This design comes from an exercise in tuning for small area and few clock cycles on the open sky130 flow, not from production work.
In this exercise RTL edits were held to simulation tests only and were not proved equivalent to the original.
Power is estimated from default activity; no workload was simulated.

==> inputs of job 6433 <==
==> flow/design.v <==
`default_nettype none
package rpre_pkg;
  localparam logic [1:0] KIND_REQ   = 2'd0;
  localparam logic [1:0] KIND_VALID = 2'd1;
  localparam logic [1:0] KIND_FAIL  = 2'd2;
endpackage
`default_nettype wire
`default_nettype none
module register_poll_read_engine #(
  parameter int QD = 3             
) (
  input  wire         clk,
  input  wire         rst_n,
  input  wire         in_tvalid,
  output logic        in_tready,
  input  wire  [7:0]  in_tdata,
  input  wire         in_tuser,
  output logic        out_tvalid,
  input  wire         out_tready,
  output logic [39:0] out_tdata,
  output logic [1:0]  out_tuser,
  output logic        out_tlast,
  input  wire         cfg_we,
  input  wire  [2:0]  cfg_index,
  input  wire  [63:0] cfg_wdata
);
  localparam logic [1:0] KIND_REQ   = 2'd0;
  localparam logic [1:0] KIND_VALID = 2'd1;
  localparam logic [1:0] KIND_FAIL  = 2'd2;
  logic [31:0] codes_r;
  logic [63:0] alo_r, ahi_r;
  logic        codes_f, alo_f, ahi_f;
  logic [15:0] poll_r, tmo_r;
  logic [7:0]  skip_r;
  always_ff @(posedge clk) begin
    if (cfg_we && cfg_index == 3'd0) codes_r <= cfg_wdata[31:0];
    if (cfg_we && cfg_index == 3'd3) alo_r   <= cfg_wdata;
    if (cfg_we && cfg_index == 3'd4) ahi_r   <= cfg_wdata;
  end
  always_ff @(posedge clk) begin
    if (!rst_n) begin
      codes_f <= 1'b0;
      alo_f   <= 1'b0;
      ahi_f   <= 1'b0;
      poll_r  <= 16'd1000;
      tmo_r   <= 16'd50;
      skip_r  <= 8'h30;
    end else if (cfg_we) begin
      case (cfg_index)
        3'd0: codes_f <= 1'b1;
        3'd1: poll_r  <= cfg_wdata[15:0];
        3'd2: tmo_r   <= cfg_wdata[15:0];
        3'd3: alo_f   <= 1'b1;
        3'd4: ahi_f   <= 1'b1;
        3'd5: skip_r  <= cfg_wdata[7:0];
        default: ;
      endcase
    end
  end
  logic        wait_r;           
  logic        send_r;           
  logic        round_r;
  logic [2:0]  p_r;
  logic [2:0]  rc_r;             
  logic [15:0] c_r;              
  logic [7:0]  b0_r;             
  logic [7:0]  ns_r;             
  logic [23:0] rd_r;             
  wire [16:0] c_inc  = {1'b0, c_r} + 17'd1;
  wire [15:0] thr    = wait_r ? tmo_r : poll_r;
  wire        hit    = c_inc >= {1'b0, thr};
  wire        skip_p = skip_r[p_r];
  wire        p_wrap = p_r == 3'd7;
  wire        good   = (b0_r == (codes_r[31:24] & {8{codes_f}})) && (in_tdata == ns_r);
  wire        rc5    = rc_r == 3'd5;
  logic [5:0]           q_r [0:QD-1];    
  logic [$clog2(QD+1)-1:0] qn_r;
  logic [2:0]           cnt_r;           
  logic [7:0]           acc_r;           
  wire [1:0] h_kind  = q_r[0][5:4];
  wire [2:0] h_item  = q_r[0][3:1];
  wire       h_round = q_r[0][0];
  wire       h_req   = h_kind == KIND_REQ;
  wire       h_last  = !h_req || cnt_r == 3'd6;
  wire       deliver = out_tvalid && out_tready;
  wire       pop     = deliver && h_last;
  wire       q_full  = qn_r == ($clog2(QD+1))'(QD);
  logic valid_pend;
  always_comb begin
    valid_pend = 1'b0;
    for (int i = 0; i < QD; i++)
      if (($clog2(QD+1))'(i) < qn_r && q_r[i][5:4] == KIND_VALID) valid_pend = 1'b1;
  end
  wire tick_push = hit && (wait_r || !skip_p);
  wire byte_push = wait_r && rc5;
  wire rd_block  = valid_pend && !(pop && h_kind == KIND_VALID) && wait_r && (rc_r == 3'd2 || rc_r == 3'd3 || rc_r == 3'd4);
  wire q_stall = q_full && !pop;
  assign in_tready = in_tuser ? !(rd_block || (q_stall && byte_push))
                              : !(q_stall && tick_push);
  wire accept = in_tvalid && in_tready;
  logic       push;
  logic [1:0] push_kind;
  logic       push_round;
  always_comb begin
    push       = 1'b0;
    push_kind  = KIND_REQ;
    push_round = round_r;
    if (accept) begin
      if (!wait_r) begin
        if (!in_tuser && hit && !skip_p) push = 1'b1;
      end else if (in_tuser) begin
        if (rc5 && good) begin
          push       = 1'b1;
          push_kind  = KIND_VALID;
          push_round = round_r || p_wrap;
        end
      end else if (hit) begin
        push = 1'b1;
        if (send_r) begin
          push_kind  = KIND_FAIL;
          push_round = round_r || p_wrap;
        end
      end
    end
  end
  always_ff @(posedge clk) begin
    if (!rst_n) begin
      wait_r  <= 1'b0;
      send_r  <= 1'b0;
      round_r <= 1'b0;
      p_r     <= 3'd0;
      rc_r    <= 3'd0;
      c_r     <= 16'd0;
    end else if (accept) begin
      if (!wait_r) begin
        if (!in_tuser) begin
          if (hit) begin
            c_r <= 16'd0;
            if (skip_p) begin
              p_r     <= p_r + 3'd1;
              round_r <= round_r || p_wrap;
            end else begin
              wait_r <= 1'b1;
              send_r <= 1'b0;
              rc_r   <= 3'd0;
            end
          end else begin
            c_r <= c_inc[15:0];
          end
        end
      end else if (in_tuser) begin
        if (rc5) begin
          rc_r <= 3'd0;
          if (good) begin
            p_r     <= p_r + 3'd1;
            round_r <= round_r || p_wrap;
            c_r     <= 16'd0;
            wait_r  <= 1'b0;
          end
        end else begin
          rc_r <= rc_r + 3'd1;
        end
      end else begin
        if (hit) begin
          c_r  <= 16'd0;
          rc_r <= 3'd0;
          if (!send_r) begin
            send_r <= 1'b1;
          end else begin
            send_r  <= 1'b0;
            p_r     <= p_r + 3'd1;
            round_r <= round_r || p_wrap;
            wait_r  <= 1'b0;
          end
        end else begin
          c_r <= c_inc[15:0];
        end
      end
    end
  end
  always_ff @(posedge clk) begin
    if (accept && wait_r && in_tuser && !rc5) begin
      ns_r <= ((rc_r == 3'd0) ? 8'd0 : ns_r) - in_tdata;
      if (rc_r == 3'd0) b0_r         <= in_tdata;
      if (rc_r == 3'd2) rd_r[7:0]    <= in_tdata;
      if (rc_r == 3'd3) rd_r[15:8]   <= in_tdata;
      if (rc_r == 3'd4) rd_r[23:16]  <= in_tdata;
    end
  end
  always_ff @(posedge clk) begin
    if (!rst_n) qn_r <= '0;
    else qn_r <= qn_r + ($clog2(QD+1))'(push) - ($clog2(QD+1))'(pop);
  end
  always_ff @(posedge clk) begin
    for (int i = 0; i < QD; i++) begin
      if (pop) begin
        if (push && ($clog2(QD+1))'(i + 1) == qn_r) q_r[i] <= {push_kind, p_r, push_round};
        else if (i + 1 < QD) q_r[i] <= q_r[i+1];
      end else if (push && ($clog2(QD+1))'(i) == qn_r) begin
        q_r[i] <= {push_kind, p_r, push_round};
      end
    end
  end
  wire [63:0] aword = h_item[2] ? ahi_r : alo_r;
  wire        aflag = h_item[2] ? ahi_f : alo_f;
  wire [15:0] addr  = aword[h_item[1:0]*16 +: 16];
  logic [7:0] fraw;
  logic       fok;
  always_comb begin
    case (cnt_r)
      3'd0:    begin fraw = codes_r[7:0];   fok = codes_f; end
      3'd1:    begin fraw = 8'h07;          fok = 1'b1;    end
      3'd2:    begin fraw = codes_r[15:8];  fok = codes_f; end
      3'd3:    begin fraw = addr[7:0];      fok = aflag;   end
      3'd4:    begin fraw = addr[15:8];     fok = aflag;   end
      3'd5:    begin fraw = codes_r[23:16]; fok = codes_f; end
      default: begin fraw = acc_r;          fok = 1'b1;    end
    endcase
  end
  wire [7:0] fbyte = fraw & {8{fok}};
  always_ff @(posedge clk) begin
    if (!rst_n) begin
      cnt_r <= 3'd0;
    end else if (deliver) begin
      cnt_r <= h_last ? 3'd0 : cnt_r + 3'd1;
    end
  end
  always_ff @(posedge clk) begin
    if (deliver) acc_r <= ((cnt_r == 3'd0) ? 8'd0 : acc_r) - fbyte;
  end
  assign out_tvalid = qn_r != '0;
  assign out_tuser  = h_kind;
  assign out_tlast  = h_last;
  assign out_tdata  = {4'd0, h_round, (h_kind == KIND_VALID) ? rd_r : 24'd0, h_item,
                       h_req ? fbyte : 8'd0};
endmodule
`default_nettype wire
==> flow/flow/run.sh <==
#!/bin/bash
# Standard ORFS layout (the standard.sh) with three changes:
#  - synthesis maps logic with an area-oriented ABC script (flow/abc_area.script) in place
#    of ORFS's speed script; registers are mapped exactly as in the standard synthesis
#    (ABC only sees the combinational logic), so register names and cells are unchanged;
#  - every port is still buffered, with buf_1 cells instead of buffer_ports' default;
#  - CTS builds its tree from clkbuf_8 cells on sink clusters of up to 16 registers,
#    without dummy loads.
set -euo pipefail
cd "$(dirname "$0")/.."
# A copy of ORFS's scripts that differs only in the ABC mapping script.
rm -rf scripts_area
cp -r "$FLOW_HOME/scripts" scripts_area
cp flow/abc_area.script scripts_area/abc_speed.script
export SCRIPTS_DIR="$PWD/scripts_area"
cat >> config.mk <<'EOM'
export BUFFER_PORTS_ARGS = -buffer_cell sky130_fd_sc_hd__buf_1
export CTS_ARGS = -sink_clustering_enable -repair_clock_nets -dont_use_dummy_load -buf_list sky130_fd_sc_hd__clkbuf_8 -sink_clustering_size 16 -sink_clustering_max_diameter 80
EOM
bash standard.sh finish > flow_make.log 2>&1
==> flow/flow/abc_area.script <==
strash
ifraig
dc2
strash
dch -f
amap
==> flow/standard.sh <==
#!/bin/bash
# synth_recipe.tcl (not shown) runs the flow's synth.tcl, then flattens the netlist and writes it again
# the make line also repeats each setting of config.mk as NAME=value (left out here)
make -C /OpenROAD-flow-scripts/flow DESIGN_CONFIG=/design/flow/config.mk WORK_HOME=/design/flow/orfs CLKGATE_MAP_FILE= SYNTH_SCRIPT=/design/flow/synth_recipe.tcl "${@:-finish}"
==> flow/config.mk <==
export PLATFORM = sky130hd
export DESIGN_NAME = register_poll_read_engine
export DESIGN_NICKNAME = register_poll_read_engine
export VERILOG_FILES = /design/flow/design.v
export SDC_FILE = /design/flow/constraint.sdc
export NUM_CORES = 4
export LEC_CHECK = 0
export CAP_MARGIN = 20
export CORE_MARGIN = 2
export CORE_UTILIZATION = 70
export SLEW_MARGIN = 20
export BUFFER_PORTS_ARGS = -buffer_cell sky130_fd_sc_hd__buf_1
export CTS_ARGS = -sink_clustering_enable -repair_clock_nets -dont_use_dummy_load -buf_list sky130_fd_sc_hd__clkbuf_8 -sink_clustering_size 16 -sink_clustering_max_diameter 80
==> flow/constraint.sdc <==
create_clock -name core_clock -period 8.0 [get_ports {clk}]
set_input_delay 1.6000 -clock core_clock [delete_from_list [all_inputs] [get_ports {clk}]]
set_output_delay 1.6000 -clock core_clock [all_outputs]
set_load 0.01 [all_outputs]
==> inputs of job 2953, as changes to job 6433 <==
--- a/flow/flow/run.sh
+++ b/flow/flow/run.sh
@@ -1,7 +1,7 @@
 #!/bin/bash
 # Standard ORFS layout (the standard.sh) with three changes:
 #  - synthesis maps logic with an area-oriented ABC script (flow/abc_area.script) in place
-#    of ORFS's speed script; registers are mapped exactly as in the standard synthesis
+#    of ORFS's speed script, and leaves adders to ABC (no ADDER_MAP_FILE half/full-adder cells); registers are mapped exactly as in the standard synthesis
 #    (ABC only sees the combinational logic), so register names and cells are unchanged;
 #  - every port is still buffered, with buf_1 cells instead of buffer_ports' default;
 #  - CTS builds its tree from clkbuf_8 cells on sink clusters of up to 16 registers,
@@ -14,6 +14,7 @@
 cp flow/abc_area.script scripts_area/abc_speed.script
 export SCRIPTS_DIR="$PWD/scripts_area"
 cat >> config.mk <<'EOM'
+export ADDER_MAP_FILE =
 export BUFFER_PORTS_ARGS = -buffer_cell sky130_fd_sc_hd__buf_1
 export CTS_ARGS = -sink_clustering_enable -repair_clock_nets -dont_use_dummy_load -buf_list sky130_fd_sc_hd__clkbuf_8 -sink_clustering_size 16 -sink_clustering_max_diameter 80
 EOM
==> flow/flow/abc_area.script (replaced) <==
strash
ifraig
dc2
strash
dch -f
amap -m -F 3 -A 10
--- a/flow/config.mk
+++ b/flow/config.mk
@@ -5,9 +5,11 @@
 export SDC_FILE = /design/flow/constraint.sdc
 export NUM_CORES = 4
 export LEC_CHECK = 0
-export CAP_MARGIN = 20
+export CAP_MARGIN = 0
 export CORE_MARGIN = 2
 export CORE_UTILIZATION = 70
-export SLEW_MARGIN = 20
+export GPL_TIMING_DRIVEN = 0
+export SLEW_MARGIN = 0
+export ADDER_MAP_FILE =
 export BUFFER_PORTS_ARGS = -buffer_cell sky130_fd_sc_hd__buf_1
 export CTS_ARGS = -sink_clustering_enable -repair_clock_nets -dont_use_dummy_load -buf_list sky130_fd_sc_hd__clkbuf_8 -sink_clustering_size 16 -sink_clustering_max_diameter 80
==> inputs of job 4011, as changes to job 6433 <==
--- a/flow/design.v
+++ b/flow/design.v
@@ -182,9 +182,9 @@
     if (accept && wait_r && in_tuser && !rc5) begin
       ns_r <= ((rc_r == 3'd0) ? 8'd0 : ns_r) - in_tdata;
       if (rc_r == 3'd0) b0_r         <= in_tdata;
-      if (rc_r == 3'd2) rd_r[7:0]    <= in_tdata;
-      if (rc_r == 3'd3) rd_r[15:8]   <= in_tdata;
-      if (rc_r == 3'd4) rd_r[23:16]  <= in_tdata;
+      if (rc_r == 3'd2) rd_r[7:0]    <= ~in_tdata;
+      if (rc_r == 3'd3) rd_r[15:8]   <= ~in_tdata;
+      if (rc_r == 3'd4) rd_r[23:16]  <= ~in_tdata;
     end
   end
   always_ff @(posedge clk) begin
@@ -231,7 +231,7 @@
   assign out_tvalid = qn_r != '0;
   assign out_tuser  = h_kind;
   assign out_tlast  = h_last;
-  assign out_tdata  = {4'd0, h_round, (h_kind == KIND_VALID) ? rd_r : 24'd0, h_item,
+  assign out_tdata  = {4'd0, h_round, (h_kind == KIND_VALID) ? ~rd_r : 24'd0, h_item,
                        h_req ? fbyte : 8'd0};
 endmodule
 `default_nettype wire
--- a/flow/flow/run.sh
+++ b/flow/flow/run.sh
@@ -1,7 +1,7 @@
 #!/bin/bash
 # Standard ORFS layout (the standard.sh) with three changes:
 #  - synthesis maps logic with an area-oriented ABC script (flow/abc_area.script) in place
-#    of ORFS's speed script; registers are mapped exactly as in the standard synthesis
+#    of ORFS's speed script, and leaves adders to ABC (no ADDER_MAP_FILE half/full-adder cells); registers are mapped exactly as in the standard synthesis
 #    (ABC only sees the combinational logic), so register names and cells are unchanged;
 #  - every port is still buffered, with buf_1 cells instead of buffer_ports' default;
 #  - CTS builds its tree from clkbuf_8 cells on sink clusters of up to 16 registers,
@@ -14,6 +14,7 @@
 cp flow/abc_area.script scripts_area/abc_speed.script
 export SCRIPTS_DIR="$PWD/scripts_area"
 cat >> config.mk <<'EOM'
+export ADDER_MAP_FILE =
 export BUFFER_PORTS_ARGS = -buffer_cell sky130_fd_sc_hd__buf_1
 export CTS_ARGS = -sink_clustering_enable -repair_clock_nets -dont_use_dummy_load -buf_list sky130_fd_sc_hd__clkbuf_8 -sink_clustering_size 16 -sink_clustering_max_diameter 80
 EOM
==> flow/flow/abc_area.script (replaced) <==
strash
ifraig
dc2
strash
dch -f
amap -m -F 3 -A 10
--- a/flow/config.mk
+++ b/flow/config.mk
@@ -9,5 +9,6 @@
 export CORE_MARGIN = 2
 export CORE_UTILIZATION = 70
 export SLEW_MARGIN = 20
+export ADDER_MAP_FILE =
 export BUFFER_PORTS_ARGS = -buffer_cell sky130_fd_sc_hd__buf_1
 export CTS_ARGS = -sink_clustering_enable -repair_clock_nets -dont_use_dummy_load -buf_list sky130_fd_sc_hd__clkbuf_8 -sink_clustering_size 16 -sink_clustering_max_diameter 80
==> inputs of job 8915, as changes to job 6433 <==
==> flow/flow/run.sh (replaced) <==
#!/bin/bash
# Standard ORFS layout (the standard.sh) with two changes: every port is still buffered,
# but with buf_1 cells instead of buffer_ports' default choice, and CTS builds its tree from
# clkbuf_8 cells on sink clusters of up to 16 registers, without dummy loads.
set -euo pipefail
cd "$(dirname "$0")/.."
cat >> config.mk <<'EOM'
export BUFFER_PORTS_ARGS = -buffer_cell sky130_fd_sc_hd__buf_1
export CTS_ARGS = -sink_clustering_enable -repair_clock_nets -dont_use_dummy_load -buf_list sky130_fd_sc_hd__clkbuf_8 -sink_clustering_size 16 -sink_clustering_max_diameter 80
EOM
bash standard.sh finish > flow_make.log 2>&1
removed: flow/flow/abc_area.script
==> comparison table <==
metric                                                                  job 8915             job 6433                job 2953             job 4011
Placed cell areas                                                      14300 µm²            13700 µm²               13300 µm²            13300 µm²
FF-to-FF Start                                               q_r[0][3]$_DFFE_PP_  c_r[0]$_SDFFE_PN0P_     wait_r$_SDFFE_PN0N_  c_r[0]$_SDFFE_PN0P_
Post-placement worst setup slack                                         3.16 ns              1.09 ns              -0.0321 ns             0.545 ns
Detailed router's first-iteration violation count                            745                  919                    1237                 1097
Worst Setup SP                                               c_r[2]$_SDFFE_PN0P_  c_r[0]$_SDFFE_PN0P_     wait_r$_SDFFE_PN0N_  c_r[0]$_SDFFE_PN0P_
HP Start                                                  skip_r[7]$_SDFFE_PN0P_   alo_f$_SDFFE_PN0P_  skip_r[3]$_SDFFE_PN0P_  c_r[5]$_SDFFE_PN0P_
Worst setup path endpoint                                              in_tready  q_r[0][1]$_DFFE_PP_     p_r[2]$_SDFFE_PN0P_            in_tready
Static leakage power                                                     5.05 nW              4.59 nW                 4.23 nW              4.30 nW
Post-synthesis simple-gate area fraction                                   11.8%                10.8%                   9.79%                9.49%
Transition time of the tightest slew-check pin                           1.10 ns             0.985 ns                 1.29 ns              1.01 ns
Portion of total power attributed to combinational logic                    4.7%                11.8%                    7.7%                13.7%
Post-synthesis cell type count                                                88                   43                      41                   43
Worst hold endpoint                                       skip_r[7]$_SDFFE_PN0P_   alo_f$_SDFFE_PN0P_  skip_r[3]$_SDFFE_PN0P_  c_r[5]$_SDFFE_PN0P_
Worst-Skew Late Latency                                                  0.54 ns              0.56 ns                 0.55 ns              0.56 ns
Run status                                              timing/DRC/antenna clean  timing/DRC/antenna clean  timing/DRC/antenna clean  timing/DRC/antenna clean
Sequential power                                                         1.71 mW              1.77 mW                 1.76 mW              1.79 mW
P_clk                                                                     691 µW               687 µW                  694 µW               698 µW
Capture instance of the worst register-to-register path       acc_r[7]$_DFFE_PP_  q_r[0][1]$_DFFE_PP_     p_r[2]$_SDFFE_PN0P_  q_r[2][5]$_DFFE_PP_
Total number of vias                                                        8692                 9553                    9435                 9823
Multi-input logic cell count                                                 667                  688                     647                  673
Maximum fanout along the worst path                                            6                    8                      24                    4
Clock period minus worst slack                                           5.40 ns              7.13 ns                 6.99 ns              7.41 ns
Fill cells                                                                  1280                 1172                    1088                 1133
Seq/Total Area, Yosys                                                      60.1%                63.8%                   66.8%                66.3%
Testbench counts of job 6433, summed over its fixed seeds: cycles 31,555.
Testbench counts of job 2953, summed over its fixed seeds: cycles 31,555.
Testbench counts of job 4011, summed over its fixed seeds: cycles 31,555.
Testbench counts of job 8915, summed over its fixed seeds: cycles 31,555.

==> port drivers added, routing unchanged <==
No port has a modelled driver above. Below, the same layouts with a new extraction and two added sets of constraints.
Step 1 (the two cells are an assumption about what drives the block):
set clk [get_ports {clk}]
set_driving_cell -lib_cell sky130_fd_sc_hd__clkbuf_16 $clk
set_driving_cell -lib_cell sky130_fd_sc_hd__buf_2 [delete_from_list [all_inputs] $clk]
Step 2 also shifts input and output timing later by t, the mid clock arrival at the registers, as if the neighbouring blocks saw the same clock.
Slacks: ideal ports / drivers / drivers and shift; pairs: ideal ports / drivers.
run	t, ns	slack for setup (ns)	worst register clock-pin slew, ns	worst data-port slew with drivers (ns)
job 6433	0.575	0.869 / 0.869 / 0.869	0.11 / 0.11	0.07
job 2953	0.585	1.010 / 1.010 / 1.010	0.11 / 0.11	0.06
job 4011	0.581	0.594 / 0.550 / 0.947	0.10 / 0.10	0.07
job 8915	0.575	2.596 / 2.552 / 3.127	0.10 / 0.10	0.07
After both steps every run listed still meets setup and hold.
